This design comes from an exercise in tuning for small area on the open sky130 flow, not from production work.
In this exercise RTL edits were held to simulation tests only and were not proved equivalent to the original.
Power and IR drop assume default switching activity.

--- design/flow/flow/run.sh ---
#!/bin/bash
# The standard ORFS layout with two changes:
# - the port buffers are the smallest buffer (buf_1), not the default cell;
# - clock tree synthesis adds no dummy loads and clusters up to 14 sinks
#   within 50 um on clkbuf_8, instead of many more clkbuf_16 leaves.
# Each tool's full output stays in the ORFS logs under orfs/logs; the make
# output goes to standard.log.
set -euo pipefail
export BUFFER_PORTS_ARGS="-buffer_cell sky130_fd_sc_hd__buf_1"
export CTS_ARGS="-sink_clustering_enable -repair_clock_nets -dont_use_dummy_load -buf_list {sky130_fd_sc_hd__clkbuf_4 sky130_fd_sc_hd__clkbuf_8} -sink_clustering_size 14 -sink_clustering_max_diameter 50"
bash standard.sh finish > standard.log 2>&1
--- design/flow/standard.sh ---
#!/bin/bash
# synth_recipe.tcl (not shown) runs the flow's synth.tcl, then flattens the netlist and writes it again
# the make line also repeats each setting of config.mk as NAME=value (left out here)
make -C /OpenROAD-flow-scripts/flow DESIGN_CONFIG=/design/flow/config.mk WORK_HOME=/design/flow/orfs CLKGATE_MAP_FILE= SYNTH_SCRIPT=/design/flow/synth_recipe.tcl "${@:-finish}"
--- design/flow/config.mk ---
export PLATFORM = sky130hd
export DESIGN_NAME = host_domain_top
export DESIGN_NICKNAME = host_domain_top
export VERILOG_FILES = /design/flow/design.v
export SDC_FILE = /design/flow/constraint.sdc
export NUM_CORES = 4
export LEC_CHECK = 0
export CAP_MARGIN = 20
export CORE_MARGIN = 2
export CORE_UTILIZATION = 65
export SLEW_MARGIN = 20
--- design/flow/constraint.sdc ---
create_clock -name core_clock -period 5.0 [get_ports {clk_i}]
set_input_delay 1.0000 -clock core_clock [delete_from_list [all_inputs] [get_ports {clk_i}]]
set_output_delay 1.0000 -clock core_clock [all_outputs]
set_load 0.01 [all_outputs]
--- design/flow/design.v ---
`default_nettype none
package host_pkg;
  typedef logic [31:0] cfg_addr_t;
  typedef logic [31:0] cfg_data_t;
  typedef logic [1:0]  cfg_resp_t;
  typedef logic [2:0]  reg_idx_t;
  typedef logic [31:0] counter_t;
  localparam cfg_resp_t RespOkay   = 2'b00;
  localparam cfg_resp_t RespSlvErr = 2'b10;
  localparam int unsigned NumCounters = 4;
  localparam cfg_data_t UnmappedData = 32'hdeadf000;
  localparam reg_idx_t CntBaseIdx = 3'd0;
  localparam reg_idx_t ThrBaseIdx = 3'd4;
  typedef struct packed {
    logic write_miss;
    logic write_hit;
    logic read_miss;
    logic read_hit;
  } llc_events_t;
  typedef struct packed {
    logic      aw_valid;
    cfg_addr_t aw_addr;
    logic      w_valid;
    cfg_data_t w_data;
    logic      b_ready;
    logic      ar_valid;
    cfg_addr_t ar_addr;
    logic      r_ready;
  } lite_req_t;
  typedef struct packed {
    logic      aw_ready;
    logic      w_ready;
    logic      b_valid;
    cfg_resp_t b_resp;
    logic      ar_ready;
    logic      r_valid;
    cfg_resp_t r_resp;
    cfg_data_t r_data;
  } lite_resp_t;
  typedef enum logic [1:0] {
    CFG_IDLE,
    CFG_RDATA,
    CFG_BRESP
  } cfg_state_e;
endpackage
`default_nettype wire
`timescale 1ns/1ps
`default_nettype none
module host_domain_top (
  input  logic        clk_i,
  input  logic        arst_n_i,
  input  logic        cfg_aw_valid_i,
  input  logic [31:0] cfg_aw_addr_i,
  input  logic        cfg_w_valid_i,
  input  logic [31:0] cfg_w_data_i,
  input  logic        cfg_b_ready_i,
  input  logic        cfg_ar_valid_i,
  input  logic [31:0] cfg_ar_addr_i,
  input  logic        cfg_r_ready_i,
  output logic        cfg_aw_ready_o,
  output logic        cfg_w_ready_o,
  output logic        cfg_b_valid_o,
  output logic [1:0]  cfg_b_resp_o,
  output logic        cfg_ar_ready_o,
  output logic        cfg_r_valid_o,
  output logic [1:0]  cfg_r_resp_o,
  output logic [31:0] cfg_r_data_o,
  input  logic [3:0]  llc_events_i,
  output logic [3:0]  pmu_irq_o,
  input  logic        dma_pe_evt_valid_i,
  output logic        dma_pe_evt_o,
  output logic        dma_pe_evt_ack_o
);
  logic rv_q, bv_q;
  logic idle, rd_acc, wr_acc;
  assign idle   = ~(rv_q | bv_q);
  assign rd_acc = idle & cfg_ar_valid_i;
  assign wr_acc = idle & ~cfg_ar_valid_i & cfg_aw_valid_i & cfg_w_valid_i;
  always_ff @(posedge clk_i or negedge arst_n_i) begin
    if (!arst_n_i) begin
      rv_q <= 1'b0;
      bv_q <= 1'b0;
    end else begin
      rv_q <= rd_acc | (rv_q & ~cfg_r_ready_i);
      bv_q <= wr_acc | (bv_q & ~cfg_b_ready_i);
    end
  end
  assign cfg_ar_ready_o = idle;
  assign cfg_aw_ready_o = idle & ~cfg_ar_valid_i & cfg_w_valid_i;
  assign cfg_w_ready_o  = idle & ~cfg_ar_valid_i & cfg_aw_valid_i;
  assign cfg_r_valid_o  = rv_q;
  assign cfg_b_valid_o  = bv_q;
  logic       ar_map, aw_map;
  logic [2:0] ar_idx, aw_idx;
  assign ar_map = ~|cfg_ar_addr_i[31:5];
  assign aw_map = ~|cfg_aw_addr_i[31:5];
  assign ar_idx = cfg_ar_addr_i[4:2];
  assign aw_idx = cfg_aw_addr_i[4:2];
  logic [3:0] cnt_ld, thr_we;
  always_comb begin
    for (int k = 0; k < 4; k++) begin
      cnt_ld[k] = wr_acc & aw_map & (aw_idx == 3'(k));
      thr_we[k] = wr_acc & aw_map & (aw_idx == 3'(k + 4));
    end
  end
  logic        init_q;
  logic [31:0] cnt_q [4];
  function automatic logic [31:0] cnt_inc(input logic [31:0] a, input logic ev);
    logic [7:0] ones, bc;
    logic       c;
    for (int j = 0; j < 8; j++) ones[j] = &a[4*j +: 4];
    bc[0] = ev & ~&ones;
    for (int j = 1; j < 8; j++) bc[j] = bc[j-1] & ones[j-1];
    for (int j = 0; j < 8; j++) begin
      c = bc[j];
      for (int i = 0; i < 4; i++) begin
        cnt_inc[4*j+i] = a[4*j+i] ^ c;
        c = c & a[4*j+i];
      end
    end
  endfunction
  always_ff @(posedge clk_i or negedge arst_n_i) begin
    if (!arst_n_i) init_q <= 1'b0;
    else           init_q <= 1'b1;
  end
  always_ff @(posedge clk_i) begin
    for (int k = 0; k < 4; k++) begin
      if (cnt_ld[k])
        cnt_q[k] <= cfg_w_data_i;
      else if (init_q)
        cnt_q[k] <= cnt_inc(cnt_q[k], llc_events_i[k]);
      else
        cnt_q[k] <= {31'd0, llc_events_i[k]};
    end
  end
  function automatic logic cnt_ge(input logic [31:0] a, input logic [31:0] nb);
    logic c;
    c = 1'b1;
    for (int i = 0; i < 32; i++) c = (a[i] & nb[i]) | (c & (a[i] | nb[i]));
    cnt_ge = c;
  endfunction
  logic [31:0] thr_n_q [4];    
  logic [3:0]  thr_nz_q;
  always_ff @(posedge clk_i) begin
    for (int k = 0; k < 4; k++) begin
      if (thr_we[k]) thr_n_q[k] <= ~cfg_w_data_i;
    end
  end
  always_ff @(posedge clk_i or negedge arst_n_i) begin
    if (!arst_n_i) begin
      thr_nz_q <= '0;
    end else begin
      for (int k = 0; k < 4; k++) begin
        if (thr_we[k]) thr_nz_q[k] <= |cfg_w_data_i;
      end
    end
  end
  always_comb begin
    for (int k = 0; k < 4; k++) begin
      pmu_irq_o[k] = thr_nz_q[k] & cnt_ge(cnt_q[k], thr_n_q[k]);
    end
  end
  logic [31:0] rd_val, r_data_q;
  logic        resp_q;
  always_comb begin
    rd_val = ar_map ? 32'd0 : 32'hdeadf000;
    for (int k = 0; k < 4; k++) begin
      if (ar_map & init_q & (ar_idx == 3'(k)))            rd_val = rd_val | cnt_q[k];
      if (ar_map & thr_nz_q[k] & (ar_idx == 3'(k + 4)))   rd_val = rd_val | ~thr_n_q[k];
    end
  end
  always_ff @(posedge clk_i) begin
    if (idle) begin
      r_data_q <= rd_val;
      resp_q   <= cfg_ar_valid_i ? ~ar_map : ~aw_map;
    end
  end
  assign cfg_r_data_o = r_data_q;
  assign cfg_r_resp_o = {resp_q, 1'b0};
  assign cfg_b_resp_o = {resp_q, 1'b0};
  logic [1:0] sync_q;
  logic       last_q, pulse_q;
  always_ff @(posedge clk_i or negedge arst_n_i) begin
    if (!arst_n_i) begin
      sync_q  <= '0;
      last_q  <= 1'b0;
      pulse_q <= 1'b0;
    end else begin
      sync_q  <= {sync_q[0], dma_pe_evt_valid_i};
      last_q  <= sync_q[1];
      pulse_q <= sync_q[1] ^ last_q;
    end
  end
  assign dma_pe_evt_ack_o = sync_q[1];
  assign dma_pe_evt_o     = pulse_q;
endmodule
`default_nettype wire
==> impl_metrics.ini, run 1 <==
[run_status]
status = timing/DRC/antenna clean

[worst_setup_path]
startpoint = cnt_q[3][1]$_DFF_P_
critPathMaxStageDelay_ps = 460
required_ps = 4000
endpoint_kind = output port
cp_cell_sequence = o22ai_1 -> a31oi_1 -> maj3_1 -> maj3_1 -> a21oi_1 -> o21ai_1 -> a21oi_1 -> or4_1 -> a31oi_1 -> buf_1
crit_slowest_cell = or4_1
worstSetupStartpointType = flip-flop
path_buf_inv = 1
crit_path_max_fanout = 5
path_class = flip-flop to output port
arrival_ps = 3400
r2r-start = cnt_q[1][20]$_DFF_P_
crit_family = compound AO/OA/AOI/OAI gates

[timing]
fin_skew_ps = 58.05
max_freq_mhz = 227.2
tns_ps = 0
rsz0062_at_grt = false
fin_crit_sh_pct = 88.02
layout_min_cycle_time_ps = 4401
hold_violations = 0
worst_pin_slew_ps = 1057
setup_viol = 0
drv_slew = 0
slew-limit-headroom_pct = 29.26

[floorplan]
core_um2 = 22030
num_io_pins = 155
initial_core_util_pct = 66.68
die_w_um = 154.3
die-area_um2 = 23810
rows = 54
dieHeight_um = 154.3

[yosys]
synthSimpleGateAreaFrac_pct = 14.68
async_flop_share_pct = 3.667
synthAdderAreaFrac_pct = 8.996
netlist_area_um2 = 14690
synth_edf_count = 161
muxShareOfSynthArea_pct = 0.6475
syn_inst = 1414
synth_top_family_by_area = compound AO/OA/AOI/OAI gates
yosysWarnings = 3
synth_area_per_cell_um2 = 10.39
ys_types = 58
synth_compound_area_share_pct = 18.44
synth_seq_cells = 300
ys.flop_type = edfxtp_1
synthXorXnorAreaFrac_pct = 1.968
ys_seq_area_share_pct = 52.24

[routing]
drt_iter0_markers = 1735
via_count = 12610
routedWlPerCell_um = 23.79
routed_wl_mm = 43.35
ant_nets = 0
drt-pass1-iter-count = 9
viasPerCell = 6.923
drc_errors = 0

[placement]
portBuffers = 148
routabilityCongestion = 0.9194
dp_hpwl_mm = 30.51
dp_cells = 1790

[clock_network]
cts_made_buffers = 31
cts_resized = 0
cts_setup_buffers = 0
clk_path_buf_depth = 3
cts_hold_buf = 0
ctsHtreeMaxLevel = 1
cts_tree = built
cts_root_buf = clkbuf_8
cts.sinks = 300
clk_pin_slew_ps = 80
clk_latency_ps = 610

[global_routing]
antenna_found_initial = 1
grt_max_degree = 73
grt_pass1_vias = 11440
track_usage_pct = 35.86
overflow = 0
grt_pass1_wl_mm = 65.29

[finish]
layout.nets = 1748
insertedDiodeCount = 0
finalNonFillerCells = 1822
area_delta_synth_final_pct = 8.545
drive_gt1_share_pct = 4.669

[power]
report.power.total_mw = 4.198
power.density_nw_per_um2 = 263.3
p_leak_nw = 5.935
vdd_drop_max_uv = 265.7

[hold_path]
hold_start = sync_q[0]$_DFF_PN0_
hp-class = flip-flop to flip-flop

[job]
drv_cap = 0
cell type report:
type                    instances  area, um^2
flip-flops and latches        300        7676
multi-input cells            1006        6626
fillers                      1662        6085
repair buffers                166       715.7
clock buffers                  31       426.7
well taps                     280       350.3
inverters                      39       146.4
worst reg2reg max path: stages (launching register included):
cell and delay (ps):
dfxtp_1 500, nand4_1 150, or2_2 390, nor4_1 570, a21boi_0 410, and2_1 350, nand2_1 230, nor2_1 140
ha_1 220, ha_1 180, ha_1 180, xor2_1 140, nand3_1 80, o21ai_0 90
cell usage in the layout (no fill, tap or decap), types with 9 or more instances in the layout:
master     count
o221ai_1      18
edfxtp_1     161
dfrtp_1       10
xor2_1        33
a221oi_1      21
nand3_1      135
nor2b_1       10
ha_1          96
nor3_1        19
o21ai_0      141
buf_1        148
nor2_1        96
buf_4         16
o2111ai_1     36
a31oi_1        9
nor4_1        26
nand2_1       74
o22ai_1       44
a21oi_1       63
inv_1         39
maj3_1        12
a222oi_1      24
clkbuf_8      31
dfxtp_1      128
a22oi_1       23
nand4_1       36
cells by family (layout without fill, tap and decap cells):
logic type      after synthesis  count (layout)
xor+xnor                     33              33
compound gates              416             416
other cells                   2               3
simple gates                437             437
flops                       300             300
buf+inv                     109             236
mux                           9               9
fa+ha+maj                   108             108
registers in the layout, indices dropped and copies added (netlist names), 2 cells and up:
| register | cells |
|---|---|
| r_data_q | 32 |
| cnt_q | 128 |
| thr_n_q | 128 |
| thr_nz_q | 4 |
| sync_q | 2 |
stage by stage:
step	utilization [%]	hold slack [ps]	instance area, um^2	setup WS (ps)
floorplan	-	331.2	14690	1832
global placement	70.23	341.1	15470	1243
detailed placement	70.32	340.3	15490	1264
CTS	72.26	366.6	15920	635.7
global route	72.38	387.0	15940	506.4
finish	72.38	364.4	15940	598.8
path summary, 6_finish.rpt:
kind / endpoint / depth (start not counted) / slack [ps]
worst max-delay path: pmu_irq_o[3] / 10 / 600
worst min-delay path: sync_q[1]$_DFF_PN0_ / 0 / 360
worst max register to register: cnt_q[1][27]$_DFF_P_ / 13 / 1230
worst min register to register: sync_q[1]$_DFF_PN0_ / 0 / 360
max in group asynchronous: init_q$_DFF_PN0_ / 1 / 3890
min in group asynchronous: bv_q$_DFF_PN0_ / 1 / 470
synth_stat cells (4+ instances only):
cell       count  area share [%]
a21boi_0       5            0.26
a21oi_1       63             2.1
a221oi_1      21             1.3
a222oi_1      24             1.6
a22oi_1       23             1.2
a31oi_1        9            0.38
and2_1         4            0.17
and3_1         4            0.17
buf_1         13            0.33
buf_2         11            0.37
buf_4          4            0.20
clkbuf_1      42             1.1
dfrtp_1       11             1.9
dfxtp_1      128              17
edfxtp_1     161              33
ha_1          96             8.2
inv_1         39             1.0
maj3_1        12            0.82
mux2_2         4            0.31
mux2i_1        5            0.34
nand2_1       77             2.0
nand3_1      136             4.6
nand4_1       36             1.5
nor2_1        97             2.5
nor2b_1       11            0.47
nor3_1        19            0.65
nor4_1        26             1.1
o2111ai_1     36             2.1
o211ai_1       5            0.26
o21ai_0      141             4.8
o21ai_1        4            0.14
o221ai_1      18             1.1
o22a_1         5            0.30
o22ai_1       44             1.9
o31ai_1        6            0.31
or2_2          6            0.26
xor2_1        33             2.0
power breakdown:
| part | internal, mW | switching, mW |
|---|---|---|
| clock network | 0.547 | 0.786 |
| registers | 2.63 | 0.0340 |
| logic | 0.0606 | 0.142 |
routing by layer:
layer / track usage, % / share of wire, % / up-vias / wire (um)
met5: 0 / 0 / - / 0
met4: 9.436 / 2.7 / 0 / 1170
met3: 9.723 / 12 / 82 / 5231
met2: 54.20 / 44 / 701 / 18930
met1: 51.64 / 42 / 6070 / 18020
li1: - / - / 5760 / -
==> run 2: changes to the inputs <==
==> design/flow/flow/run.sh (replaced) <==
#!/bin/bash
# The standard ORFS layout with three changes:
# - synthesis maps the logic with flow/abc_area.script, an area-oriented
#   ABC script, in place of ORFS's abc_speed.script; everything else in
#   synthesis (including flip-flop mapping) is the standard synthesis;
# - the port buffers are the smallest buffer (buf_1), not the default cell;
# - clock tree synthesis adds no dummy loads and clusters up to 14 sinks
#   within 50 um on clkbuf_8, instead of many more clkbuf_16 leaves.
# Each tool's full output stays in the ORFS logs under orfs/logs; make's
# output goes to synth.log and standard.log.
set -euo pipefail
here=$(pwd)
rm -rf "$here/scripts_abc"
cp -r "$FLOW_HOME/scripts" "$here/scripts_abc"
cp "$here/flow/abc_area.script" "$here/scripts_abc/abc_speed.script"
SCRIPTS_DIR="$here/scripts_abc" bash standard.sh synth > synth.log 2>&1
export BUFFER_PORTS_ARGS="-buffer_cell sky130_fd_sc_hd__buf_1"
export CTS_ARGS="-sink_clustering_enable -repair_clock_nets -dont_use_dummy_load -buf_list sky130_fd_sc_hd__clkbuf_8 -sink_clustering_size 14 -sink_clustering_max_diameter 50"
bash standard.sh finish > standard.log 2>&1
==> design/flow/flow/abc_area.script (new file) <==
&get -n
&st
&syn2
&dch
&nf
&st
&syn2
&dch
&nf
&put
--- a/design/flow/config.mk
+++ b/design/flow/config.mk
@@ -9,3 +9,3 @@
 export CORE_MARGIN = 2
-export CORE_UTILIZATION = 65
+export CORE_UTILIZATION = 40
 export SLEW_MARGIN = 20
==> run 2 against run 1 <==
Compared with the run above:
- now fails the layout checks on setup timing
- register-to-register slack got worse by 620 ps
- clock-buffer cell count grew 5
- combinational power is 25% higher
- die area grew 53%
- worst setup slack got worse by 1600 ps
- critical path type unchanged
- critical path depth increased by 9
- via count decreased by 0.83%
- global-route usage is 11 points lower
==> impl_metrics.ini, run 2 <==
[run_status]
status = failed layout checks
so_faults = setup timing

[routing]
viasPerCell = 6.149
routedWlPerCell_um = 22.84
drc_errors = 0
routed_wl_mm = 46.45
via_count = 12510
ant_nets = 0
drt-pass1-iter-count = 6
drt_iter0_markers = 1239

[worst_setup_path]
r2r_cells = 18
r2r-end = cnt_q[3][31]$_DFF_P_
crit_slowest_cell = edfxtp_1
required_ps = 4000
crit_path_max_fanout = 2
crit_family = compound AO/OA/AOI/OAI gates
crit_path_frequent_cell = o21ai_1
endpoint_kind = output port
r2r_slack_ps = 610
path_class = flip-flop to output port
path_buf_inv = 1
cp_cell_sequence = a211oi_2 -> o21ai_2 -> a222oi_1 -> o21ai_1 -> a222oi_1 -> o21ai_1 -> a222oi_1 -> o21ai_1 -> a222oi_1 -> o21ai_1 -> a222oi_1 -> o21ai_1 -> a21oi_2 -> a2bb2oi_1 -> o21ai_1 -> a222oi_1 -> o21ai_1 -> and2_1 -> buf_2
r2r-start = cnt_q[3][13]$_DFF_P_
arrival_ps = 5040
worstSetupStartpointType = flip-flop
critPathMaxStageDelay_ps = 430

[yosys]
yosysMostFrequentCell = o21ai_0
synth_top_area_share_pct = 34.50
synth_area_per_cell_um2 = 10.84
yosys.area.top_type = edfxtp_1
async_flop_share_pct = 3.667
yosysWarnings = 3
synth_edf_count = 161
ys_types = 42
syn_inst = 1293
synth_seq_cells = 300
ys_seq_area_share_pct = 54.75
netlist_area_um2 = 14010
ys.flop_type = edfxtp_1
synth_common_cells = o21ai_0 (185), edfxtp_1 (161), dfxtp_1 (128)
ys_top_cells_by_area = edfxtp_1 (35%), dfxtp_1 (18%), ha_1 (8.6%)

[floorplan]
die_w_um = 191.2
initial_core_util_pct = 40.57
die-area_um2 = 36550
rows = 68
core_um2 = 34540
dieHeight_um = 191.2
num_io_pins = 155

[timing]
fin_crit_sh_pct = 120.8
fin_skew_ps = 71.85
rsz0062_at_grt = true
max_freq_mhz = 165.6
hold_violations = 0
worst_pin_slew_ps = 921.2
layout_min_cycle_time_ps = 6039
slew-limit-headroom_pct = 38.59
whs_ps = 336.3
setup_viol = 4
drv_slew = 0
worst_slack_ps = -1039
tns_ps = -3509

[clock_network]
ctsHtreeMaxLevel = 2
clk_pin_slew_ps = 80
cts_hold_buf = 0
cts_tree = built
clk_latency_ps = 560
cts_made_buffers = 36
cts.sinks = 300
cts_root_buf = clkbuf_8
clk_path_buf_depth = 3

[hold_path]
hold_end = sync_q[1]$_DFF_PN0_
hp-class = flip-flop to flip-flop
hold_start = sync_q[0]$_DFF_PN0_
hold_path_depth = 0

[global_routing]
grt_max_degree = 79
antenna_found_initial = 0
track_usage_pct = 25.13
overflow = 0
grt_pass1_vias = 11930
grt_pass1_wl_mm = 69.61

[placement]
portBuffers = 148
routabilityCongestion = 0.9149
placed_cell_area_um2 = 15920
dp_cells = 1992
dp_hpwl_mm = 32.23

[finish]
layout.nets = 1784
drive_gt1_share_pct = 11.28
postLayoutCellArea_um2 = 16570
layout_common_cells = edfxtp_1 (161), o21ai_0 (155), buf_1 (144)
reg.largest.list = cnt_q (128), thr_n_q (128), r_data_q (32)
finalNonFillerCells = 2034
area_delta_synth_final_pct = 18.27
final_common_cell = edfxtp_1

[power]
report.power.total_mw = 4.407
p_leak_nw = 5.946
vdd_drop_max_uv = 236.8
power.density_nw_per_um2 = 265.9

[job]
drv_cap = 0
## run 2: cell type report
class                      instances  area [um^2]
tap                              455        569.3
inverter                          36        135.1
multi-input combinational        954         6339
fill                            3308        17970
timing repair buffer             252         1356
clock buffer                      36        495.5
antenna                            1        2.502
sequential                       300         7676
## run 2: worst max path at each step
stage | cells after the start | slack, ps | to | start
finish | 19 | -1040 | pmu_irq_o[3] | thr_n_q[3][1]$_DFFE_PP_
global route | 19 | -1320 | pmu_irq_o[3] | thr_n_q[3][1]$_DFFE_PP_
CTS | 19 | -1140 | pmu_irq_o[3] | thr_n_q[3][0]$_DFFE_PP_
detailed placement | 19 | -790 | pmu_irq_o[3] | thr_n_q[3][1]$_DFFE_PP_
global placement | 19 | -810 | pmu_irq_o[3] | thr_n_q[3][1]$_DFFE_PP_
floorplan | 5 | -720 | thr_nz_q[0]$_DFFE_PN0P_ | cfg_ar_valid_i
## run 2: power by group
group	switching, mW	internal [mW]
clock	0.837	0.641
sequential	0.0321	2.64
combinational	0.169	0.0839
total	1.04	3.37
## run 2: kinds of logic after synthesis
group                    Yosys count  synth area share, %
AO/OA/AOI/OAI                    487                22.15
other                              2              0.05359
adder cells (fa/ha/maj)           96                8.571
multiplexers                       8               0.6071
XOR/XNOR                           1              0.06251
flip-flops                       300                54.75
AND/OR/NAND/NOR                  359                12.63
buffers and inverters             40                1.179
## run 2: per-layer routing
layer / routed length, um / GRT usage, % / vias up / part of all wire [%]
met5: 0 / 0 / - / 0
met4: 1729 / 9.852 / 0 / 3.7
met3: 3529 / 4.443 / 112 / 7.6
met2: 22510 / 42.78 / 545 / 48
met1: 18680 / 31.67 / 6074 / 40
li1: - / - / 5777 / -
## run 2: metrics by stage
step	utilization, %	setup WS [ps]
finish	47.98	-1039
global route	47.97	-1315
CTS	47.87	-1135
detailed placement	46.08	-790.0
global placement	46.08	-814.5
floorplan	-	-724.7
## run 2: worst reg2reg max path, delay by kind of cell, from the launching register on
family / cells / cell delay, ps
and+or+nand+nor: 10 / 2610
AOI/OAI and AO/OA: 4 / 700
adders and majority gates: 3 / 500
DFF: 1 / 370
buffers and inverters: 1 / 170
## run 2: what timing repair did
action / CTS / global route
pin swaps: 74 / 27
resized for setup: 56 / 6
setup buffers: 5 / 0
setup endpoints to repair: 4 / 4
==> run 3: changes to the inputs <==
--- a/design/flow/design.v
+++ b/design/flow/design.v
@@ -136,6 +136,15 @@
   function automatic logic cnt_ge(input logic [31:0] a, input logic [31:0] nb);
-    logic c;
-    c = 1'b1;
-    for (int i = 0; i < 32; i++) c = (a[i] & nb[i]) | (c & (a[i] | nb[i]));
-    cnt_ge = c;
+    logic [31:0] g, p;
+    for (int i = 0; i < 32; i++) begin
+      g[i] = a[i] & nb[i];
+      p[i] = a[i] | nb[i];
+    end
+    g[0] = p[0];   
+    for (int s = 1; s < 32; s = s * 2) begin
+      for (int i = 0; i < 32; i = i + 2 * s) begin
+        g[i+2*s-1] = g[i+2*s-1] | (p[i+2*s-1] & g[i+s-1]);
+        p[i+2*s-1] = p[i+2*s-1] & p[i+s-1];
+      end
+    end
+    cnt_ge = g[31];
   endfunction
==> design/flow/flow/abc_area.script (replaced) <==
&get -n
&st
&syn2
&dch
&nf
&put
--- a/design/flow/config.mk
+++ b/design/flow/config.mk
@@ -9,3 +9,3 @@
 export CORE_MARGIN = 2
-export CORE_UTILIZATION = 40
+export CORE_UTILIZATION = 65
 export SLEW_MARGIN = 20
==> run 3 against run 2 <==
Compared with the run above:
- now clean on timing, DRC and antenna
- critical path depth down 9
- final area down 4.9%
- non-clock buffer count down 82
- wire length down 8.2%
- worst setup slack better by 1500 ps
- clock skew down 40 ps
- first-iteration DRC count down 1.4%
- critical endpoint is now pmu_irq_o[0]
- highest routed layer unchanged
==> impl_metrics.ini, run 3 <==
[run_status]
status = timing/DRC/antenna clean

[yosys]
syn_inst = 1353
ys.flop_type = edfxtp_1
synth_top_area_share_pct = 33.99
synth_seq_cells = 300
yosysWarnings = 3
synth_common_cells = o21ai_0 (183), edfxtp_1 (161), dfxtp_1 (128)
yosysMostFrequentCell = o21ai_0
yosys.area.top_type = edfxtp_1
ys_types = 49
ys_seq_area_share_pct = 53.94
synth_edf_count = 161
ys_top_cells_by_area = edfxtp_1 (34%), dfxtp_1 (18%), ha_1 (8.4%)
async_flop_share_pct = 3.667
synth_area_per_cell_um2 = 10.51
netlist_area_um2 = 14220

[clock_network]
cts_made_buffers = 29
cts.sinks = 300
cts_root_buf = clkbuf_8
clk_latency_ps = 600
clk_path_buf_depth = 3
cts_hold_buf = 0
cts_setup_buffers = 0
cts_resized = 0
cts_tree = built
clk_pin_slew_ps = 90
ctsHtreeMaxLevel = 1

[worst_setup_path]
arrival_ps = 3520
worstSetupStartpointType = flip-flop
r2r_slack_ps = 660
r2r-start = cnt_q[3][14]$_DFF_P_
r2r_cells = 16
crit_slowest_cell = dfxtp_1
critical_path_depth = 10
required_ps = 4000
path_buf_inv = 1
r2r-end = cnt_q[3][31]$_DFF_P_
critPathMaxStageDelay_ps = 440
path_class = flip-flop to output port
crit_family = compound AO/OA/AOI/OAI gates
cp_cell_sequence = a22oi_1 -> a211oi_1 -> a21oi_1 -> o31ai_1 -> o2bb2ai_1 -> a21oi_1 -> o21ai_0 -> o2111ai_1 -> a21boi_0 -> buf_1
endpoint_kind = output port
crit_path_max_fanout = 5
crit_path_frequent_cell = a21oi_1

[global_routing]
grt_pass1_vias = 12100
track_usage_pct = 36.07
overflow = 0
grt_pass1_wl_mm = 65.83
antenna_found_initial = 0
grt_max_degree = 70

[finish]
reg.largest.list = cnt_q (128), thr_n_q (128), r_data_q (32)
final_common_cell = o21ai_0
nFillCells = 1626
insertedDiodeCount = 0
drive_gt1_share_pct = 4.196
area_delta_synth_final_pct = 10.79
layout.nets = 1755
post-route-util_pct = 72.89
layout_common_cells = o21ai_0 (183), edfxtp_1 (161), buf_1 (148)

[placement]
dp_hpwl_mm = 29.55
routabilityCongestion = 0.9134
portBuffers = 148

[timing]
layout_min_cycle_time_ps = 4521
slew-limit-headroom_pct = 41.49
drv_slew = 0
fin_skew_ps = 31.63
rsz0062_at_grt = false
max_freq_mhz = 221.2
hold_violations = 0
setup_viol = 0
worst_pin_slew_ps = 876.7
fin_crit_sh_pct = 90.42

[power]
p_sw_share_pct = 23.12
p_seq_share_pct = 64.0
p_int_mw = 3.220
power.density_nw_per_um2 = 265.7
combPwrFrac_pct = 5.1
pwr-share-clk_pct = 30.9
p_sw_mw = 0.9683
vdd_drop_max_uv = 219.8
report.power.total_mw = 4.188
p_leak_nw = 5.461

[hold_path]
hold_start = sync_q[0]$_DFF_PN0_
hold_end = sync_q[1]$_DFF_PN0_
hp-class = flip-flop to flip-flop
hold_path_depth = 0

[routing]
ant_nets = 0
routedWlPerCell_um = 23.32
via_count = 12740
routed_wl_mm = 42.66
drt-pass1-iter-count = 5
drt_iter0_markers = 1222
drc_errors = 0
viasPerCell = 6.963

[floorplan]
initial_core_util_pct = 65.79
num_io_pins = 155
core_um2 = 21620
rows = 54
die_w_um = 151.9
die-area_um2 = 23080
dieHeight_um = 151.9

[job]
drv_cap = 0
-- run 3: cells by family (layout without fill, tap and decap cells) --
family	after synthesis	after routing	synth area share, %
other	2	3	0.05279
muxes	8	8	0.5981
xor gates and xnor gates	1	1	0.06158
DFF	300	300	53.94
AOI/OAI and AO/OA	492	492	21.44
and+or+nand+nor	410	410	14.06
adders and majority gates	99	99	8.655
buffers and inverters	41	236	1.187
-- run 3: how the worst max path moves through the flow --
stage / endpoint / from
floorplan: thr_nz_q[0]$_DFFE_PN0P_ / cfg_ar_valid_i
global placement: cnt_q[3][31]$_DFF_P_ / llc_events_i[3]
detailed placement: cnt_q[3][31]$_DFF_P_ / llc_events_i[3]
CTS: pmu_irq_o[0] / cnt_q[0][2]$_DFF_P_
global route: pmu_irq_o[0] / cnt_q[0][2]$_DFF_P_
finish: pmu_irq_o[0] / cnt_q[0][1]$_DFF_P_
-- run 3: area by class of cell --
type	instances	area [um^2]	area share, %
Clock buffer	29	399.1	2.533
Inverter	37	138.9	0.8812
Tap cell	280	350.3	2.223
Timing Repair Buffer	170	720.7	4.573
Multi-Input combinational cell	1013	6475	41.08
Sequential cell	300	7676	48.71
-- run 3: worst reg2reg max path, stage by stage, from the launching register on --
cell      delay, ps
dfxtp_1         360
nand4_1         350
nor4_1          100
a21boi_0        330
nor3b_1         500
nor2b_1         490
nor2b_1         250
nor2b_1         310
nor2b_1         320
nor2b_1         310
ha_1            200
ha_1            150
ha_1            170
o21ai_0         100
a21oi_1         170
nand2_1          70
o21ai_0          90
-- run 3: power groups by stage --
stage	sequential (mW)	clock, mW	combinational, mW
3_5_place_dp	2.73	0	0.213
2_1_floorplan	2.74	0	0.0841
5_1_grt	2.68	1.38	0.236
4_1_cts	2.68	1.31	0.214
3_3_place_gp	2.73	0	0.208
6_report	2.68	1.29	0.214
-- run 3: layer usage --
| metal | up-vias | routed length [um] | global-route usage (%) |
|---|---|---|---|
| met5 | - | 0 | 0 |
| met4 | 0 | 2113 | 16.69 |
| met3 | 153 | 4430 | 4.763 |
| met2 | 843 | 19700 | 58.07 |
| met1 | 5955 | 16410 | 49.12 |
| li1 | 5784 | - | - |
-- run 3: per-stage QoR --
step	worst slack, ps	hold WS [ps]	area [um^2]	std cells	TNS (ps)
5_1_grt	422.1	393.3	15760	1829	0
3_5_place_dp	421.3	358.2	15350	1800	0
4_1_cts	574.8	374.5	15750	1829	0
2_1_floorplan	-729.5	331.2	14240	1354	-46220
3_3_place_gp	539.4	337.7	15350	1800	0
6_report	479.1	373.0	15760	1829	0
==> run 4: changes to the inputs <==
==> design/flow/flow/abc_area.script (replaced) <==
&get -n
&st
&syn2
&dch
&nf
&st
&syn2
&dch
&nf
&put
==> run 4 against run 3 <==
Compared with the run above:
- still clean
- global-route usage rose by 1.5 points
- sequential power barely moved
- wire length rose by 2.2%
- synthesized area fell by 0.29%
- critical path type unchanged
- critical endpoint is now pmu_irq_o[2]
==> impl_metrics.ini, run 4 <==
[finish]
postLayoutCellArea_um2 = 15800
post-route-util_pct = 73.08
drive_gt1_share_pct = 4.710
layout.nets = 1756
nFillCells = 1671
layout_common_cells = o21ai_0 (186), edfxtp_1 (161), buf_1 (148)
area_delta_synth_final_pct = 11.41
reg.largest.list = cnt_q (128), thr_n_q (128), r_data_q (32)
final_common_cell = o21ai_0

[floorplan]
die-area_um2 = 23020
core_um2 = 21620
dieHeight_um = 151.7
die_w_um = 151.7
initial_core_util_pct = 65.60
num_io_pins = 155
rows = 54

[yosys]
netlist_area_um2 = 14180
ys_top_cells_by_area = edfxtp_1 (34%), dfxtp_1 (18%), ha_1 (8.5%)
yosysMostFrequentCell = o21ai_0
synth_common_cells = o21ai_0 (186), edfxtp_1 (161), dfxtp_1 (128)
ys.flop_type = edfxtp_1
synth_area_per_cell_um2 = 10.54
synth_edf_count = 161
synth_top_area_share_pct = 34.09
async_flop_share_pct = 3.667
ys_seq_area_share_pct = 54.09
syn_inst = 1346
yosys.area.top_type = edfxtp_1
yosysWarnings = 3
synth_seq_cells = 300
ys_types = 48

[worst_setup_path]
endpoint_kind = output port
startpoint = cnt_q[2][2]$_DFF_P_
arrival_ps = 3660
required_ps = 4000
path_class = flip-flop to output port
r2r-start = cnt_q[3][3]$_DFF_P_
worstSetupStartpointType = flip-flop
crit_path_max_fanout = 5

[power]
power.density_nw_per_um2 = 268.0
vdd_drop_max_uv = 277.1
p_sw_share_pct = 23.18
p_leak_nw = 5.473
p_seq_share_pct = 63.2
p_sw_mw = 0.9817
report.power.total_mw = 4.235
pwr-share-clk_pct = 31.6
p_int_mw = 3.253
combPwrFrac_pct = 5.2

[global_routing]
overflow = 0
grt_pass1_vias = 11970
grt_max_degree = 96
grt_pass1_wl_mm = 65.14
track_usage_pct = 37.55
antenna_found_initial = 2

[clock_network]
cts_setup_buffers = 0
clk_path_buf_depth = 3
cts.sinks = 300
cts_hold_buf = 0
cts_made_buffers = 31
clk_pin_slew_ps = 80
ctsHtreeMaxLevel = 1
clk_latency_ps = 600
cts_tree = built
cts_root_buf = clkbuf_8
cts_resized = 0

[timing]
hold_violations = 0
worst_pin_slew_ps = 998.3
drv_slew = 0
tns_ps = 0
fin_skew_ps = 55.99
max_freq_mhz = 214.4
fin_crit_sh_pct = 93.27
layout_min_cycle_time_ps = 4663
setup_viol = 0
slew-limit-headroom_pct = 33.45
rsz0062_at_grt = false
worst_slack_ps = 336.5

[placement]
portBuffers = 148
dp_hpwl_mm = 30.58
placed_cell_area_um2 = 15370
routabilityCongestion = 0.9284
post-place-ws_ps = 1144

[job]
drv_cap = 0

[routing]
drt_iter0_markers = 1298
viasPerCell = 6.948
routed_wl_mm = 43.60
drt-pass1-iter-count = 6
ant_nets = 0
via_count = 12720
drc_errors = 0
routedWlPerCell_um = 23.81

[run_status]
status = timing/DRC/antenna clean

[hold_path]
hold_start = sync_q[0]$_DFF_PN0_
hp-class = flip-flop to flip-flop
## run 4: cell families after synthesis
group	Yosys count	synth area share, %
AOI/OAI and AO/OA	487	21.14
xor gates and xnor gates	1	0.06176
adders and majority gates	100	8.751
buffers and inverters	46	1.323
DFF	300	54.09
muxes	8	0.5998
other	2	0.05295
and+or+nand+nor	402	13.97
## run 4: per-stage QoR
step	hold WS (ps)	instances
finish	350.8	1831
global route	362.5	1831
CTS	350.3	1830
detailed placement	334.7	1799
global placement	333.7	1798
floorplan	331.2	1347
## run 4: power groups by stage
stage | clock network, mW | logic (mW) | registers [mW]
floorplan | 0 | 0.0835 | 2.74
global placement | 0 | 0.214 | 2.73
detailed placement | 0 | 0.219 | 2.73
CTS | 1.34 | 0.220 | 2.68
global route | 1.43 | 0.249 | 2.68
finish | 1.34 | 0.220 | 2.68
## run 4: area by class of cell
class	instances	area (um^2)	area share, %
multi-input cells	1001	6410	40.57
well taps	280	350.3	2.217
inverters	42	157.7	0.9977
flip-flops and latches	300	7676	48.58
diodes	1	2.502	0.01584
repair buffers	176	778.2	4.925
clock buffers	31	426.7	2.700
## run 4: critical path: stages, from the launching register on
cell and delay [ps]:
dfxtp_1 440, o22ai_1 120, o21ai_0 260, a222oi_1 140, o21a_1 220, nor4_1 320
o21ai_0 250, a211oi_1 490, o21ai_0 220, a21oi_1 260, o21a_1 190, buf_1 150
## run 4: path summary, 6_finish.rpt
| path | end | slack (ps) | cells past startpoint |
|---|---|---|---|
| worst min register to register | sync_q[1]$_DFF_PN0_ | 350 | 0 |
| worst max register to register | cnt_q[3][31]$_DFF_P_ | 1150 | 14 |
| max in group asynchronous | init_q$_DFF_PN0_ | 4140 | 1 |
| min in group asynchronous | bv_q$_DFF_PN0_ | 410 | 1 |
| worst max-delay path | pmu_irq_o[2] | 340 | 11 |
| worst min-delay path | sync_q[1]$_DFF_PN0_ | 350 | 0 |
## run 4: per-layer routing
| layer | wire, um | GRT usage [%] |
|---|---|---|
| met1 | 16460 | 47.67 |
| met2 | 20620 | 62.93 |
| met3 | 4898 | 8.413 |
| met4 | 1604 | 14.49 |
| met5 | 13 | 0 |
==> run 5: changes to the inputs <==
--- a/design/flow/flow/run.sh
+++ b/design/flow/flow/run.sh
@@ -17,3 +17,3 @@
 export BUFFER_PORTS_ARGS="-buffer_cell sky130_fd_sc_hd__buf_1"
-export CTS_ARGS="-sink_clustering_enable -repair_clock_nets -dont_use_dummy_load -buf_list sky130_fd_sc_hd__clkbuf_8 -sink_clustering_size 14 -sink_clustering_max_diameter 50"
+export CTS_ARGS="-sink_clustering_enable -repair_clock_nets -dont_use_dummy_load -buf_list sky130_fd_sc_hd__clkbuf_4 -sink_clustering_size 10 -sink_clustering_max_diameter 40"
 bash standard.sh finish > standard.log 2>&1
==> design/flow/flow/abc_area.script (replaced) <==
&get -n
&st
&syn2
&dch
&nf
&put
--- a/design/flow/config.mk
+++ b/design/flow/config.mk
@@ -7,5 +7,5 @@
 export LEC_CHECK = 0
-export CAP_MARGIN = 20
+export CAP_MARGIN = 0
 export CORE_MARGIN = 2
-export CORE_UTILIZATION = 65
-export SLEW_MARGIN = 20
+export CORE_UTILIZATION = 75
+export SLEW_MARGIN = 0
==> run 5 against run 4 <==
Compared with the run above:
- utilization increased by 10 points
- non-clock buffer count is 8 lower
- die area shrank 13%
- still clean
- critical path depth decreased by 1
- global-route usage rose by 5.8 points
- final area fell by 1.4%
- register-to-register slack got worse by 500 ps
- synthesized area increased by 0.29%
- critical endpoint is now pmu_irq_o[3]
- first-iteration DRC count up 41%
- hold slack improved by 12 ps
- wire length barely moved
==> impl_metrics.ini, run 5 <==
[finish]
area_delta_synth_final_pct = 9.535
layout_common_cells = o21ai_0 (183), edfxtp_1 (161), buf_1 (148)
regArea_um2 = 7676
finalNonFillerCells = 1793
nFillCells = 1156
drive_gt1_share_pct = 4.750
multi_input_comb_area_um2 = 6465
layout.nets = 1764
reg.largest.list = cnt_q (128), thr_n_q (128), r_data_q (32)
post-route-util_pct = 83.58
final_common_cell = o21ai_0

[yosys]
synth_edf_count = 161
synth_seq_cells = 300
netlist_area_um2 = 14220
ys_types = 49
yosysWarnings = 3
yosysMostFrequentCell = o21ai_0
synth_common_cells = o21ai_0 (183), edfxtp_1 (161), dfxtp_1 (128)
yosys.area.top_type = edfxtp_1
ys.flop_type = edfxtp_1
ys_seq_area_share_pct = 53.94
async_flop_share_pct = 3.667
synth_top_area_share_pct = 33.99
synth_area_per_cell_um2 = 10.51
ys_top_cells_by_area = edfxtp_1 (34%), dfxtp_1 (18%), ha_1 (8.4%)
syn_inst = 1353

[worst_setup_path]
required_ps = 4000
crit_slowest_cell = dfxtp_1
critical_path_depth = 10
r2r_slack_ps = 650
r2r_cells = 16
crit_family = compound AO/OA/AOI/OAI gates
r2r-start = cnt_q[3][23]$_DFF_P_
crit_path_frequent_cell = a21oi_1
path_buf_inv = 1
startpoint = cnt_q[3][2]$_DFF_P_
arrival_ps = 3440
cp_cell_sequence = a22oi_1 -> a21oi_1 -> a21oi_1 -> o22ai_1 -> a21oi_1 -> o22ai_1 -> o2111ai_1 -> a31oi_1 -> o21a_1 -> buf_1
path_class = flip-flop to output port
critPathMaxStageDelay_ps = 430
worstSetupStartpointType = flip-flop
endpoint_kind = output port
crit_path_max_fanout = 5
r2r-end = cnt_q[3][31]$_DFF_P_
crit_end = pmu_irq_o[3]

[clock_network]
cts_tree = built
clk_pin_slew_ps = 110
ctsHtreeMaxLevel = 2
cts_resized = 0
cts_made_buffers = 40
cts.sinks = 300
cts_setup_buffers = 0
clk_latency_ps = 680
cts_hold_buf = 0
cts_root_buf = clkbuf_4
clk_path_buf_depth = 3

[global_routing]
grt_pass1_wl_mm = 66.82
grt_max_degree = 97
grt_pass1_vias = 12700
track_usage_pct = 43.35
overflow = 0
antenna_found_initial = 1

[timing]
rsz0062_at_grt = false
setup_viol = 0
layout_min_cycle_time_ps = 4443
worst_pin_slew_ps = 1230
slew-limit-headroom_pct = 17.72
max_freq_mhz = 225.1
drv_slew = 0
worst_slack_ps = 557.0
hold_violations = 0
fin_crit_sh_pct = 88.86
fin_skew_ps = 61.70

[floorplan]
dieHeight_um = 141.7
num_io_pins = 155
rows = 50
initial_core_util_pct = 76.30
die_w_um = 141.7
core_um2 = 18640
die-area_um2 = 20080

[routing]
via_count = 13210
drt-pass1-iter-count = 6
routedWlPerCell_um = 24.30
routed_wl_mm = 43.56
viasPerCell = 7.368
ant_nets = 0
drt_iter0_markers = 1832
drc_errors = 0

[run_status]
status = timing/DRC/antenna clean

[power]
power.density_nw_per_um2 = 260.1
report.power.total_mw = 4.053
vdd_drop_max_uv = 217.6
p_leak_nw = 5.404

[placement]
dp_hpwl_mm = 29.36
post-place-ws_ps = 560.0
routabilityCongestion = 0.9505
portBuffers = 148
dp_cells = 1752

[hold_path]
hp-class = flip-flop to flip-flop
hold_start = sync_q[0]$_DFF_PN0_

[job]
drv_cap = 0
run 5: how the worst min path moves through the flow:
stage	end	slack [ps]	cells after the start
2_1_floorplan	sync_q[1]$_DFF_PN0_	330	0
3_3_place_gp	sync_q[1]$_DFF_PN0_	330	0
3_5_place_dp	sync_q[1]$_DFF_PN0_	350	0
4_1_cts	thr_nz_q[3]$_DFFE_PN0P_	370	1
5_1_grt	sync_q[1]$_DFF_PN0_	370	0
6_report	sync_q[1]$_DFF_PN0_	360	0
run 5: metal layers:
| layer | track usage, % | up-vias | routed length (um) |
|---|---|---|---|
| met3 | 9.450 | 226 | 5771 |
| met5 | 0 | - | 0 |
| li1 | - | 5814 | - |
| met4 | 23.63 | 0 | 2442 |
| met1 | 54.76 | 6095 | 15050 |
| met2 | 70.29 | 1076 | 20300 |
run 5: cell type report:
cell class              instances  area share (%)
well taps                     234           1.879
clock buffers                  40           1.927
diodes                          1         0.01606
inverters                      37          0.8913
flip-flops and latches        300           49.27
repair buffers                168           4.529
multi-input cells            1013           41.49
run 5: stage by stage:
step / TNS (ps) / area, um^2 / hold slack, ps
after floorplan: -46220 / 14240 / 331.2
after global placement: 0 / 15280 / 334.9
after detailed placement: 0 / 15280 / 346.2
after CTS: 0 / 15580 / 366.2
after global routing: 0 / 15580 / 366.5
final: 0 / 15580 / 363.2
run 5: power breakdown:
group	leakage [nW]	internal (mW)	switching, mW
Combinational	2.61	0.0639	0.164
Sequential	2.61	2.64	0.0329
Clock	0.184	0.369	0.781
run 5: logic make-up after synthesis:
group	Yosys count	share of synthesized area (%)
other cells	2	0.05279
simple gates	410	14.06
flops	300	53.94
buf+inv	41	1.187
mux	8	0.5981
fa+ha+maj	99	8.655
xor+xnor	1	0.06158
compound gates	492	21.44
==> run 6: changes to the inputs <==
--- a/design/flow/config.mk
+++ b/design/flow/config.mk
@@ -9,3 +9,3 @@
 export CORE_MARGIN = 2
-export CORE_UTILIZATION = 75
+export CORE_UTILIZATION = 65
 export SLEW_MARGIN = 0
==> run 6 against run 5 <==
Compared with the run above:
- still clean on timing, DRC and antenna
- clock skew rose by 8.5 ps
- synthesized area did not move
- via count decreased by 3.0%
- final area is 0.56% higher
- combinational power fell by 7%
- cell count rose by 2.8%
- maximum frequency down 2.0%
- flip-flop and latch count did not move
- sequential power barely moved
- critical endpoint is now pmu_irq_o[0]
==> impl_metrics.ini, run 6 <==
[run_status]
status = timing/DRC/antenna clean

[clock_network]
clk_pin_slew_ps = 100
cts_setup_buffers = 0
clk_path_buf_depth = 3
clk_latency_ps = 680
cts_resized = 0
cts_hold_buf = 0
cts_made_buffers = 42
cts_tree = built
cts_root_buf = clkbuf_4
ctsHtreeMaxLevel = 2
cts.sinks = 300

[routing]
ant_nets = 0
drt_iter0_markers = 1310
routedWlPerCell_um = 23.00
drc_errors = 0
via_count = 12810
drt-pass1-iter-count = 10
routed_wl_mm = 42.39
viasPerCell = 6.951

[finish]
reg.largest.list = cnt_q (128), thr_n_q (128), r_data_q (32)
area_delta_synth_final_pct = 10.15
nFillCells = 1656
layout_common_cells = o21ai_0 (183), edfxtp_1 (161), buf_1 (148)
drive_gt1_share_pct = 4.994
final_common_cell = o21ai_0
layout.nets = 1768

[yosys]
yosysWarnings = 3
async_flop_share_pct = 3.667
ys_types = 49
synth_seq_cells = 300
synth_common_cells = o21ai_0 (183), edfxtp_1 (161), dfxtp_1 (128)
ys_seq_area_share_pct = 53.94
synth_edf_count = 161
yosysMostFrequentCell = o21ai_0
ys_top_cells_by_area = edfxtp_1 (34%), dfxtp_1 (18%), ha_1 (8.4%)
synth_area_per_cell_um2 = 10.51
yosys.area.top_type = edfxtp_1
netlist_area_um2 = 14220
syn_inst = 1353
ys.flop_type = edfxtp_1
synth_top_area_share_pct = 33.99

[worst_setup_path]
required_ps = 4000
endpoint_kind = output port
r2r_cells = 16
r2r-start = cnt_q[3][14]$_DFF_P_
startpoint = cnt_q[0][1]$_DFF_P_
crit_path_max_fanout = 5
r2r_slack_ps = 630
r2r-end = cnt_q[3][31]$_DFF_P_
worstSetupStartpointType = flip-flop
path_class = flip-flop to output port
arrival_ps = 3540

[global_routing]
antenna_found_initial = 1
grt_max_degree = 70
grt_pass1_vias = 12200
grt_pass1_wl_mm = 65.90
track_usage_pct = 36.16
overflow = 0

[placement]
portBuffers = 148
dp_hpwl_mm = 29.55
post-place-ws_ps = 421.3
routabilityCongestion = 0.9134

[timing]
slew-limit-headroom_pct = 17.67
setup_viol = 0
fin_crit_sh_pct = 90.71
worst_pin_slew_ps = 1235
max_freq_mhz = 220.5
worst_slack_ps = 464.7
whs_ps = 348.7
hold_violations = 0
fin_skew_ps = 70.21
drv_slew = 0
layout_min_cycle_time_ps = 4535
rsz0062_at_grt = false
tns_ps = 0

[floorplan]
die_w_um = 151.9
num_io_pins = 155
initial_core_util_pct = 65.79
die-area_um2 = 23080
core_um2 = 21620
dieHeight_um = 151.9
rows = 54

[power]
vdd_drop_max_uv = 211.9
p_leak_nw = 5.421
power.density_nw_per_um2 = 258.7

[hold_path]
hp-class = input pin to asynchronous set/reset pin

[job]
drv_cap = 0
==> run 6: cell counts after synthesis <==
No cell type changed its count.
==> run 6: how the worst max path moves through the flow <==
stage	to	slack (ps)	depth (start not counted)
2_1_floorplan	thr_nz_q[0]$_DFFE_PN0P_	-730	5
4_1_cts	pmu_irq_o[0]	500	10
3_5_place_dp	cnt_q[3][31]$_DFF_P_	420	15
6_report	pmu_irq_o[0]	460	10
5_1_grt	pmu_irq_o[0]	360	10
3_3_place_gp	cnt_q[3][31]$_DFF_P_	540	15
==> run 6: per-layer routing <==
metal  track usage, %  vias to the layer above  part of all wire (%)
met5                0                        -                     0
met4            16.69                        0                   4.8
met3            6.332                      145                    11
met2            58.09                      839                    46
met1            48.35                     5996                    39
li1                 -                     5831                     -
==> run 6: cells by family (layout without fill, tap and decap cells) <==
logic type	count (synthesis)	after routing	share of synthesized area, %
flip-flops	300	300	53.94
AO/OA/AOI/OAI	492	492	21.44
other	2	4	0.05279
XOR/XNOR	1	1	0.06158
AND/OR/NAND/NOR	410	410	14.06
multiplexers	8	8	0.5981
adder cells (fa/ha/maj)	99	99	8.655
buffers and inverters	41	249	1.187
==> run 6: cell type report <==
class	count	area, um^2	share of cell area (%)
repair buffers	170	720.7	4.600
diodes	1	2.502	0.01597
inverters	37	138.9	0.8864
multi-input cells	1013	6465	41.26
flip-flops and latches	300	7676	48.99
well taps	280	350.3	2.236
clock buffers	42	315.3	2.012
==> run 6: critical path: stages (launching register included) <==
cell and delay (ps):
dfxtp_1 450, a22oi_1 100, a211oi_1 250, a21oi_1 100, o31ai_1 420, o2bb2ai_1 230, a21oi_1 200, o21ai_0 380
o2111ai_1 170, a21boi_0 380, buf_1 200
==> run 6: power by group <==
| part | switching [mW] | total (mW) | internal [mW] |
|---|---|---|---|
| logic | 0.149 | 0.213 | 0.0639 |
| registers | 0.0376 | 2.68 | 2.64 |
| clock network | 0.774 | 1.16 | 0.387 |
==> run 6: metrics by stage <==
| stage | std cells | total power [mW] | cell area (um^2) | util, % |
|---|---|---|---|---|
| 2_1_floorplan | 1354 | 2.828 | 14240 | - |
| 3_3_place_gp | 1800 | 2.940 | 15350 | 71.00 |
| 3_5_place_dp | 1800 | 2.947 | 15350 | 71.00 |
| 4_1_cts | 1842 | 4.068 | 15670 | 72.46 |
| 5_1_grt | 1843 | 4.183 | 15670 | 72.47 |
| 6_report | 1843 | 4.053 | 15670 | 72.47 |
==> run 7: changes to the inputs <==
--- a/design/flow/design.v
+++ b/design/flow/design.v
@@ -108,12 +108,12 @@
   function automatic logic [31:0] cnt_inc(input logic [31:0] a, input logic ev);
-    logic [7:0] ones, bc;
+    logic [3:0] ones, bc;
     logic       c;
-    for (int j = 0; j < 8; j++) ones[j] = &a[4*j +: 4];
+    for (int j = 0; j < 4; j++) ones[j] = &a[8*j +: 8];
     bc[0] = ev & ~&ones;
-    for (int j = 1; j < 8; j++) bc[j] = bc[j-1] & ones[j-1];
-    for (int j = 0; j < 8; j++) begin
+    for (int j = 1; j < 4; j++) bc[j] = bc[j-1] & ones[j-1];
+    for (int j = 0; j < 4; j++) begin
       c = bc[j];
-      for (int i = 0; i < 4; i++) begin
-        cnt_inc[4*j+i] = a[4*j+i] ^ c;
-        c = c & a[4*j+i];
+      for (int i = 0; i < 8; i++) begin
+        cnt_inc[8*j+i] = a[8*j+i] ^ c;
+        c = c & a[8*j+i];
       end
==> run 7 against run 6 <==
Compared with the run above:
- final area down 0.50%
- clock skew down 6.8 ps
- maximum frequency about the same
- clock power about the same
- worst setup slack worse by 2.6 ps
- synthesized cell count down 2.4%
- cell count down 1.9%
- utilization down 0.36 points
- critical path type unchanged
- power up 0.42%
- wire length down 1.0%
==> impl_metrics.ini, run 7 <==
[run_status]
status = timing/DRC/antenna clean

[finish]
postLayoutCellArea_um2 = 15590
drive_gt1_share_pct = 4.912
reg.largest.list = cnt_q (128), thr_n_q (128), r_data_q (32)
post-route-util_pct = 72.11
layout_common_cells = o21ai_0 (178), edfxtp_1 (161), buf_1 (148)
final_common_cell = o21ai_0
layout.nets = 1749
finalNonFillerCells = 1808
area_delta_synth_final_pct = 10.03

[routing]
viasPerCell = 6.856
drc_errors = 0
highest_layer = met4
wl_met1_mm = 16.91
dr_wl_met2_mm = 19.11
met3_length_mm = 4.152
drt_iter0_markers = 1479
via_count = 12400
ant_nets = 0
routed_wl_mm = 41.96
drt-pass1-iter-count = 6
routedWlPerCell_um = 23.21

[timing]
layout_min_cycle_time_ps = 4538
fin_crit_sh_pct = 90.76
tns_ps = 0
worst_pin_slew_ps = 1245
hold_violations = 0
drv_slew = 0
slew-limit-headroom_pct = 17.03
max_freq_mhz = 220.4
rsz0062_at_grt = false
fin_skew_ps = 63.44
setup_viol = 0

[yosys]
yosys.area.top_type = edfxtp_1
synth_seq_cells = 300
synth_compound_area_share_pct = 20.39
synthXorXnorAreaFrac_pct = 0.06181
ys_seq_area_share_pct = 54.15
yosysWarnings = 3
ys.flop_type = edfxtp_1
synth_common_cells = o21ai_0 (178), edfxtp_1 (161), dfxtp_1 (128)
synthAdderAreaFrac_pct = 10.10
ys_types = 50
synth_edf_count = 161
ys_top_cells_by_area = edfxtp_1 (34%), dfxtp_1 (18%), ha_1 (9.9%)
synth_area_per_cell_um2 = 10.73
synthSimpleGateAreaFrac_pct = 13.46
netlist_area_um2 = 14170
async_flop_share_pct = 3.667
synth_top_area_share_pct = 34.12
muxShareOfSynthArea_pct = 0.6004
syn_inst = 1321
yosysMostFrequentCell = o21ai_0
synth_top_family_by_area = compound AO/OA/AOI/OAI gates

[global_routing]
antenna_found_initial = 2
grt_pass1_vias = 11660
grt_pass1_wl_mm = 64.22
grt_max_degree = 69
track_usage_pct = 36.70
overflow = 0

[job]
drv_cap = 0

[worst_setup_path]
r2r_slack_ps = 1160
r2r-start = cnt_q[2][15]$_DFF_P_
r2r_cells = 16
crit_path_max_fanout = 5
path_class = flip-flop to output port
worstSetupStartpointType = flip-flop
arrival_ps = 3540
required_ps = 4000
r2r-end = cnt_q[2][31]$_DFF_P_
endpoint_kind = output port

[placement]
dp_hpwl_mm = 28.39
routabilityCongestion = 0.9118
dp_cells = 1765
portBuffers = 148
placed_cell_area_um2 = 15270

[clock_network]
cts_hold_buf = 0
cts.sinks = 300
cts_setup_buffers = 0
cts_resized = 0
clk_path_buf_depth = 3
clk_latency_ps = 670
clk_pin_slew_ps = 100
cts_tree = built
cts_made_buffers = 42
ctsHtreeMaxLevel = 2
cts_root_buf = clkbuf_4

[power]
p_int_mw = 3.092
p_sw_share_pct = 24.02
pwr-share-clk_pct = 29.0
p_leak_nw = 5.472
vdd_drop_max_uv = 209.0
p_sw_mw = 0.9776
p_seq_share_pct = 65.8
combPwrFrac_pct = 5.2
power.density_nw_per_um2 = 261.0

[floorplan]
die_w_um = 151.6
rows = 54
initial_core_util_pct = 65.54
core_um2 = 21620
dieHeight_um = 151.6
num_io_pins = 155
die-area_um2 = 23000

[hold_path]
hp-class = input pin to asynchronous set/reset pin
-- run 7: worst max-delay path by stage --
stage / from / endpoint / slack, ps / depth (start not counted)
finish: cnt_q[2][2]$_DFF_P_ / pmu_irq_o[2] / 460 / 10
global route: cnt_q[2][6]$_DFF_P_ / pmu_irq_o[2] / 260 / 10
CTS: cnt_q[2][2]$_DFF_P_ / pmu_irq_o[2] / 570 / 10
detailed placement: cnt_q[2][15]$_DFF_P_ / cnt_q[2][31]$_DFF_P_ / 1250 / 16
global placement: cnt_q[2][2]$_DFF_P_ / pmu_irq_o[2] / 1250 / 10
floorplan: cfg_ar_valid_i / thr_nz_q[0]$_DFFE_PN0P_ / -730 / 5
-- run 7: cell type report --
class	count	area, um^2
Multi-Input combinational cell	981	6410
Sequential cell	300	7676
Antenna cell	1	2.502
Clock buffer	42	315.3
Timing Repair Buffer	167	698.2
Inverter	37	138.9
Tap cell	280	350.3
Fill cell	1665	6030
-- run 7: logic make-up (layout without fill, tap and decap cells) --
group / count (synthesis) / count (layout)
buffers and inverters: 41 / 246
other: 2 / 4
multiplexers: 8 / 8
AO/OA/AOI/OAI: 460 / 460
flip-flops: 300 / 300
AND/OR/NAND/NOR: 394 / 394
adder cells (fa/ha/maj): 115 / 115
XOR/XNOR: 1 / 1
-- run 7: routing by layer --
layer,up-vias,track usage [%]
met5,-,0
met4,0,16.06
met3,126,6.766
met2,730,58.49
met1,5828,49.41
li1,5711,-
-- run 7: critical path, cell delays in order, from the launching register on --
cell       delay (ps)
dfxtp_1           420
a22oi_1           110
a21oi_1           150
a21oi_1            80
o22ai_1           300
a21oi_1           150
o41ai_1           750
o2111ai_1         260
a31oi_1           340
o21a_1            190
buf_1             150
-- run 7: per-stage QoR --
stage | setup WS (ps) | total power [mW] | hold slack (ps)
after floorplan | -729.5 | 2.828 | 331.2
after global placement | 1251 | 2.936 | 334.9
after detailed placement | 1247 | 2.945 | 342.7
after CTS | 572.1 | 4.071 | 343.9
after global routing | 257.2 | 4.197 | 338.3
final | 462.1 | 4.070 | 325.8
-- run 7: power by group through the flow --
stage / clock network [mW] / registers, mW / logic, mW
CTS: 1.18 / 2.68 / 0.212
floorplan: 0 / 2.74 / 0.0840
detailed placement: 0 / 2.73 / 0.211
global route: 1.27 / 2.69 / 0.241
finish: 1.18 / 2.68 / 0.211
global placement: 0 / 2.73 / 0.205
==> run 8: changes to the inputs <==
--- a/design/flow/flow/run.sh
+++ b/design/flow/flow/run.sh
@@ -6,4 +6,4 @@
 # - the port buffers are the smallest buffer (buf_1), not the default cell;
-# - clock tree synthesis adds no dummy loads and clusters up to 14 sinks
-#   within 50 um on clkbuf_8, instead of many more clkbuf_16 leaves.
+# - clock tree synthesis adds no dummy loads and clusters up to 10 sinks
+#   within 40 um on clkbuf_4, instead of many more clkbuf_16 leaves.
 # Each tool's full output stays in the ORFS logs under orfs/logs; make's
--- a/design/flow/config.mk
+++ b/design/flow/config.mk
@@ -10,2 +10,5 @@
 export CORE_UTILIZATION = 65
+export GPL_ROUTABILITY_DRIVEN = 0
+export GPL_TIMING_DRIVEN = 0
+export PLACE_DENSITY = 0.85
 export SLEW_MARGIN = 0
==> run 8 against run 7 <==
Compared with the run above:
- still clean
- worst setup slack worse by 240 ps
- first-iteration DRC count rose by 18%
- critical path depth is the same
- register-to-register slack gained 50 ps
- die area unchanged
- critical endpoint unchanged
==> impl_metrics.ini, run 8 <==
[worst_setup_path]
crit_path_max_fanout = 5
path_class = flip-flop to output port
worstSetupStartpointType = flip-flop
required_ps = 4000
arrival_ps = 3780
endpoint_kind = output port

[placement]
portBuffers = 148
post-place-ws_ps = 292.8
dp_hpwl_mm = 30.95
dp_cells = 1774

[power]
combPwrFrac_pct = 5.9
p_int_mw = 3.077
p_sw_mw = 0.9725
pwr-share-clk_pct = 28.0
p_seq_share_pct = 66.1
p_leak_nw = 5.591
vdd_drop_max_uv = 214.4
p_sw_share_pct = 24.01
power.density_nw_per_um2 = 255.4

[routing]
drt_iter0_markers = 1751
drc_errors = 0
viasPerCell = 7.058
drt-pass1-iter-count = 10
routedWlPerCell_um = 24.04
via_count = 12830
routed_wl_mm = 43.69
ant_nets = 0

[finish]
drive_gt1_share_pct = 5.479
area_delta_synth_final_pct = 11.90
reg.largest.list = cnt_q (128), thr_n_q (128), r_data_q (32)
regArea_um2 = 7676
finalNonFillerCells = 1817
layout_common_cells = o21ai_0 (178), edfxtp_1 (161), buf_1 (148)
layout.nets = 1755
final_common_cell = o21ai_0
nFillCells = 1565
multi_input_comb_area_um2 = 6425

[yosys]
yosysWarnings = 3
yosys.area.top_type = edfxtp_1
ys_seq_area_share_pct = 54.15
ys_types = 50
synth_edf_count = 161
synth_seq_cells = 300
synth_top_area_share_pct = 34.12
yosysMostFrequentCell = o21ai_0
syn_inst = 1321
async_flop_share_pct = 3.667
synth_area_per_cell_um2 = 10.73
netlist_area_um2 = 14170
synth_common_cells = o21ai_0 (178), edfxtp_1 (161), dfxtp_1 (128)
ys.flop_type = edfxtp_1
ys_top_cells_by_area = edfxtp_1 (34%), dfxtp_1 (18%), ha_1 (9.9%)

[job]
drv_cap = 0

[timing]
drv_slew = 0
max_freq_mhz = 209.2
fin_crit_sh_pct = 95.59
whs_ps = 294.5
rsz0062_at_grt = false
worst_slack_ps = 220.5
layout_min_cycle_time_ps = 4779
slew-limit-headroom_pct = 22.26
hold_violations = 0
worst_pin_slew_ps = 1163
fin_skew_ps = 70.26
setup_viol = 0

[floorplan]
die-area_um2 = 23000
rows = 54
initial_core_util_pct = 65.54
num_io_pins = 155
core_um2 = 21620
dieHeight_um = 151.6
die_w_um = 151.6

[global_routing]
track_usage_pct = 37.60
grt_pass1_wl_mm = 65.43
overflow = 0
grt_pass1_vias = 12000
grt_max_degree = 89
antenna_found_initial = 6

[clock_network]
cts_setup_buffers = 0
clk_pin_slew_ps = 120
cts_tree = built
ctsHtreeMaxLevel = 2
cts_hold_buf = 0
cts.sinks = 300
clk_latency_ps = 690
cts_made_buffers = 39
cts_root_buf = clkbuf_4
clk_path_buf_depth = 3
cts_resized = 0

[hold_path]
hp-class = input pin to asynchronous set/reset pin

[run_status]
status = timing/DRC/antenna clean
run 8: cell counts after synthesis:
Identical to the previous run, type by type.
run 8: path summary, 6_finish.rpt:
check | slack (ps) | startpoint | endpoint | cells past startpoint
min in group core_clock | 370 | sync_q[0]$_DFF_PN0_ | sync_q[1]$_DFF_PN0_ | 0
max in group asynchronous | 4170 | arst_n_i | init_q$_DFF_PN0_ | 1
max | 220 | cnt_q[2][2]$_DFF_P_ | pmu_irq_o[2] | 10
max reg2reg | 1210 | cnt_q[0][7]$_DFF_P_ | cnt_q[0][23]$_DFF_P_ | 16
min reg2reg | 370 | sync_q[0]$_DFF_PN0_ | sync_q[1]$_DFF_PN0_ | 0
min | 290 | arst_n_i | thr_nz_q[3]$_DFFE_PN0P_ | 1
run 8: per-layer routing:
| metal | up-vias | part of all wire (%) | track usage (%) |
|---|---|---|---|
| met5 | - | 0.066 | 0 |
| met3 | 176 | 13 | 10.78 |
| met1 | 5948 | 37 | 47.45 |
| met4 | 4 | 5.7 | 20.42 |
| li1 | 5726 | - | - |
| met2 | 971 | 45 | 58.72 |
run 8: final cells by class:
class | instances | share of cell area (%)
Inverter | 37 | 0.8759
Timing Repair Buffer | 172 | 5.887
Multi-Input combinational cell | 981 | 40.52
Antenna cell | 4 | 0.06313
Buffer | 4 | 0.1894
Clock buffer | 39 | 1.846
Tap cell | 280 | 2.209
Sequential cell | 300 | 48.41
run 8: kinds of logic (layout without fill, tap and decap cells):
kind of cell | after synthesis | in the layout | share of synthesized area (%)
flops | 300 | 300 | 54.15
fa+ha+maj | 115 | 115 | 10.10
other cells | 2 | 7 | 0.05300
xor+xnor | 1 | 1 | 0.06182
simple gates | 394 | 394 | 13.46
buf+inv | 41 | 252 | 1.192
mux | 8 | 8 | 0.6004
compound gates | 460 | 460 | 20.39
run 8: through the flow:
stage               setup TNS (ps)  power, mW  utilization (%)  area [um^2]
floorplan                   -46220      2.828                -        14190
global placement           -306330      2.941            69.80        15090
detailed placement               0      2.966            71.93        15550
CTS                              0      4.043            73.28        15840
global route                     0      4.172            73.32        15850
finish                           0      4.050            73.34        15860
run 8: critical path: stages, from the launching register on:
cell,delay [ps]
dfxtp_1,440
a22oi_1,120
a21oi_1,180
a21oi_1,90
o22ai_1,250
a21oi_1,130
o41ai_1,890
o2111ai_1,300
a31oi_1,360
o21a_1,190
buf_1,150
run 8: power by group through the flow:
stage | Sequential (mW) | Combinational, mW | Clock (mW)
after floorplan | 2.74 | 0.0840 | 0
after global placement | 2.74 | 0.197 | 0
after detailed placement | 2.73 | 0.234 | 0
after CTS | 2.68 | 0.234 | 1.13
after global routing | 2.68 | 0.266 | 1.22
final | 2.68 | 0.239 | 1.13

## re-timing with driven ports
How much do the figures lean on ideal ports? The routed layouts below were timed once more, with nothing changed but the port constraints. Step 1 assumes that a clkbuf_16 drives the clock port and a buf_2 every other input. Step 2 also shifts input and output timing later by t, the mid clock arrival at the registers, as if the neighbouring blocks saw the same clock. Three values: ideal, step 1, step 2; two values: the first two.
| run | t (ns) | setup slack, ns | slew at the worst register clock pin (ns) | worst data-port slew with drivers (ns) | cell pins on the clock port's net |
|---|---|---|---|---|---|
| run 1 | 0.625 | 0.599 / 0.554 / 1.118 | 0.10 / 0.10 | 0.09 | 1 |
| run 2 | 0.565 | -1.039 / -1.083 / -0.518 | 0.09 / 0.09 | 0.04 | 1 |
| run 3 | 0.631 | 0.479 / 0.432 / 0.327 | 0.09 / 0.09 | 0.07 | 1 |
| run 4 | 0.619 | 0.337 / 0.292 / 0.911 | 0.10 / 0.10 | 0.08 | 1 |
| run 5 | 0.685 | 0.557 / 0.518 / 0.313 | 0.12 / 0.12 | 0.04 | 1 |
| run 6 | 0.683 | 0.465 / 0.425 / 0.297 | 0.11 / 0.11 | 0.07 | 1 |
| run 7 | 0.674 | 0.462 / 0.420 / 1.095 | 0.11 / 0.11 | 0.04 | 1 |
| run 8 | 0.701 | 0.221 / 0.174 / 0.254 | 0.12 / 0.12 | 0.20 | 1 |
For run 5, which loses most, drivers alone change the setup slack by -0.039 ns; drivers and shift together by -0.244 ns.
